This design comes from an exercise in tuning for small area, a short achievable clock period and few clock cycles per item on the open sky130 flow, not from production work. In this exercise RTL edits were held to simulation tests only and were not proved equivalent to the original.

==> flow/design.v (excerpt) <==
module bpf_alu_seq #(
    parameter int WIDTH = 32
) (
    input  logic             clk,
    input  logic             rst,
    input  logic             in_valid,
    output logic             in_ready,
    input  logic [WIDTH-1:0] i1,
    input  logic [WIDTH-1:0] i2,
    input  logic [3:0]       op,
    output logic             out_valid,
    input  logic             out_ready,
    output logic [WIDTH-1:0] o,
    output logic             dz
);
Size in the first run: about 130 flip-flops.
==> flow/config.mk <==
export PLATFORM = sky130hd
export DESIGN_NAME = bpf_alu_seq
export DESIGN_NICKNAME = bpf_alu_seq
export VERILOG_FILES = /design/flow/design.v
export SDC_FILE = /design/flow/constraint.sdc
export NUM_CORES = 4
export LEC_CHECK = 0
export CAP_MARGIN = 20
export CORE_MARGIN = 2
export CORE_UTILIZATION = 30
export CTS_BUF_LIST = sky130_fd_sc_hd__clkbuf_8
export SETUP_SLACK_MARGIN = 4.5
export SLEW_MARGIN = 20
export TNS_END_PERCENT = 0
==> flow/constraint.sdc <==
create_clock -name core_clock -period 10.0 [get_ports {clk}]
set_input_delay 2.0000 -clock core_clock [delete_from_list [all_inputs] [get_ports {clk}]]
set_output_delay 2.0000 -clock core_clock [all_outputs]
set_load 0.01 [all_outputs]
run.sh (not shown) runs the stock make flow with config.mk's settings and CLKGATE_MAP_FILE= SYNTH_SCRIPT=/design/flow/synth_recipe.tcl, a recipe that flattens the netlist after the stock synthesis.
Testbench counts at the start, summed over its fixed seeds: cycles 18,344, items 12,000.
==> next run, changes <==
--- a/flow/config.mk
+++ b/flow/config.mk
@@ -9,6 +9,4 @@
 export CORE_MARGIN = 2
-export CORE_UTILIZATION = 30
-export CTS_BUF_LIST = sky130_fd_sc_hd__clkbuf_8
+export CORE_UTILIZATION = 50
 export SETUP_SLACK_MARGIN = 4.5
 export SLEW_MARGIN = 20
-export TNS_END_PERCENT = 0
Effect:
- The changed run passed the timing, DRC and antenna checks
- cell area went up by 1.2%
- area after synthesis stays the same
- synthesized cell count does not change
==> next run, changes <==
--- a/flow/config.mk
+++ b/flow/config.mk
@@ -9,4 +9,6 @@
 export CORE_MARGIN = 2
-export CORE_UTILIZATION = 50
-export SETUP_SLACK_MARGIN = 4.5
+export CORE_UTILIZATION = 30
+export CTS_BUF_LIST = sky130_fd_sc_hd__clkbuf_8
+export SETUP_SLACK_MARGIN = 5
 export SLEW_MARGIN = 20
+export TNS_END_PERCENT = 10
Outcome: Routed wire length shrinks by 1.6%. Register-to-register slack got worse by 190 ps. Synthesized area does not change.
==> next run, changes <==
--- a/flow/config.mk
+++ b/flow/config.mk
@@ -9,6 +9,4 @@
 export CORE_MARGIN = 2
-export CORE_UTILIZATION = 30
-export CTS_BUF_LIST = sky130_fd_sc_hd__clkbuf_8
+export CORE_UTILIZATION = 50
 export SETUP_SLACK_MARGIN = 5
 export SLEW_MARGIN = 20
-export TNS_END_PERCENT = 10
Result: The new run ran to the end with no violations. Clock-buffer cell count is lower by 1. Die area is lower by well over a third. Cell area is higher slightly. Non-clock buffer count is higher by 41.


bpf_alu_seq again, from the RTL that the note above started with.
make LEC_CHECK=0 CAP_MARGIN=20 CORE_MARGIN=2 CORE_UTILIZATION=30 CTS_BUF_LIST=sky130_fd_sc_hd__clkbuf_8 SETUP_SLACK_MARGIN=4.5 SLEW_MARGIN=20 TNS_END_PERCENT=10 finish   # period 10.0 ns
Testbench counts at the start, summed over its fixed seeds: cycles 18,344, items 12,000.
Then changed:
Settings changed: SETUP_SLACK_MARGIN 4.5 to 4.
Synthesized area does not change.
Final area came out lower by 4.7%.
Final cell count came out lower by 1.8%.
Sequential cell count is unchanged.
Core utilization came out lower by 1.7 points.
Maximum frequency came out lower by 5.2%.
Then changed:
Settings changed: SETUP_SLACK_MARGIN 4 to 4.5, TNS_END_PERCENT 10 to unset.
Outcome: The changed run finished clean. Cell area is higher by 6.6%. Clock skew rose by 0.0054 ns. Via count rises by 2.5%. Die area does not change. Utilization grows by 2.3 points. Cell count climbs by 2.2%. Maximum frequency climbs by 5.5%. Wire length went up by 5.5%.
Then changed:
Settings changed: CTS_BUF_LIST sky130_fd_sc_hd__clkbuf_8 to unset.
Outcome: Setup slack improved by 0.017 ns; synthesized cell count stays the same; via count drops slightly.

## port drivers added, routing unchanged
No port has a modelled driver above. Below, the same layouts with a new extraction and two added sets of constraints. Step 1 assumes that a clkbuf_16 drives the clock port and a buf_2 every other input. Step 2 moves the port delays by t, midway between the first and last clock arrival at a register: inputs arrive t later, outputs are due t later. That takes back most of the time a late clock gives input paths. Slacks: no drivers / after step 1 / after step 2; pairs: no drivers / after step 1.
run	t (ns)	setup WS [ns]	slew at the worst register clock pin (ns)
the first run of note 1	0.534	4.338 / 4.338 / 4.102	0.09 / 0.09
the second run of note 1	0.508	4.355 / 4.355 / 4.313	0.07 / 0.07
the third run of note 1	0.544	4.169 / 4.169 / 4.006	0.09 / 0.09
the fourth run of note 1	0.505	4.198 / 4.198 / 4.198	0.07 / 0.07
the first run of note 2	0.534	4.354 / 4.354 / 4.116	0.09 / 0.09
the second run of note 2	0.529	4.042 / 4.042 / 3.881	0.09 / 0.09
the third run of note 2	0.532	4.351 / 4.351 / 4.151	0.09 / 0.09
the fourth run of note 2	0.491	4.368 / 4.368 / 4.151	0.07 / 0.07
After both steps every run listed still meets setup and hold. For the first run of note 2, which loses most, drivers alone change the setup slack by 0.000 ns; drivers and shift together by -0.238 ns.
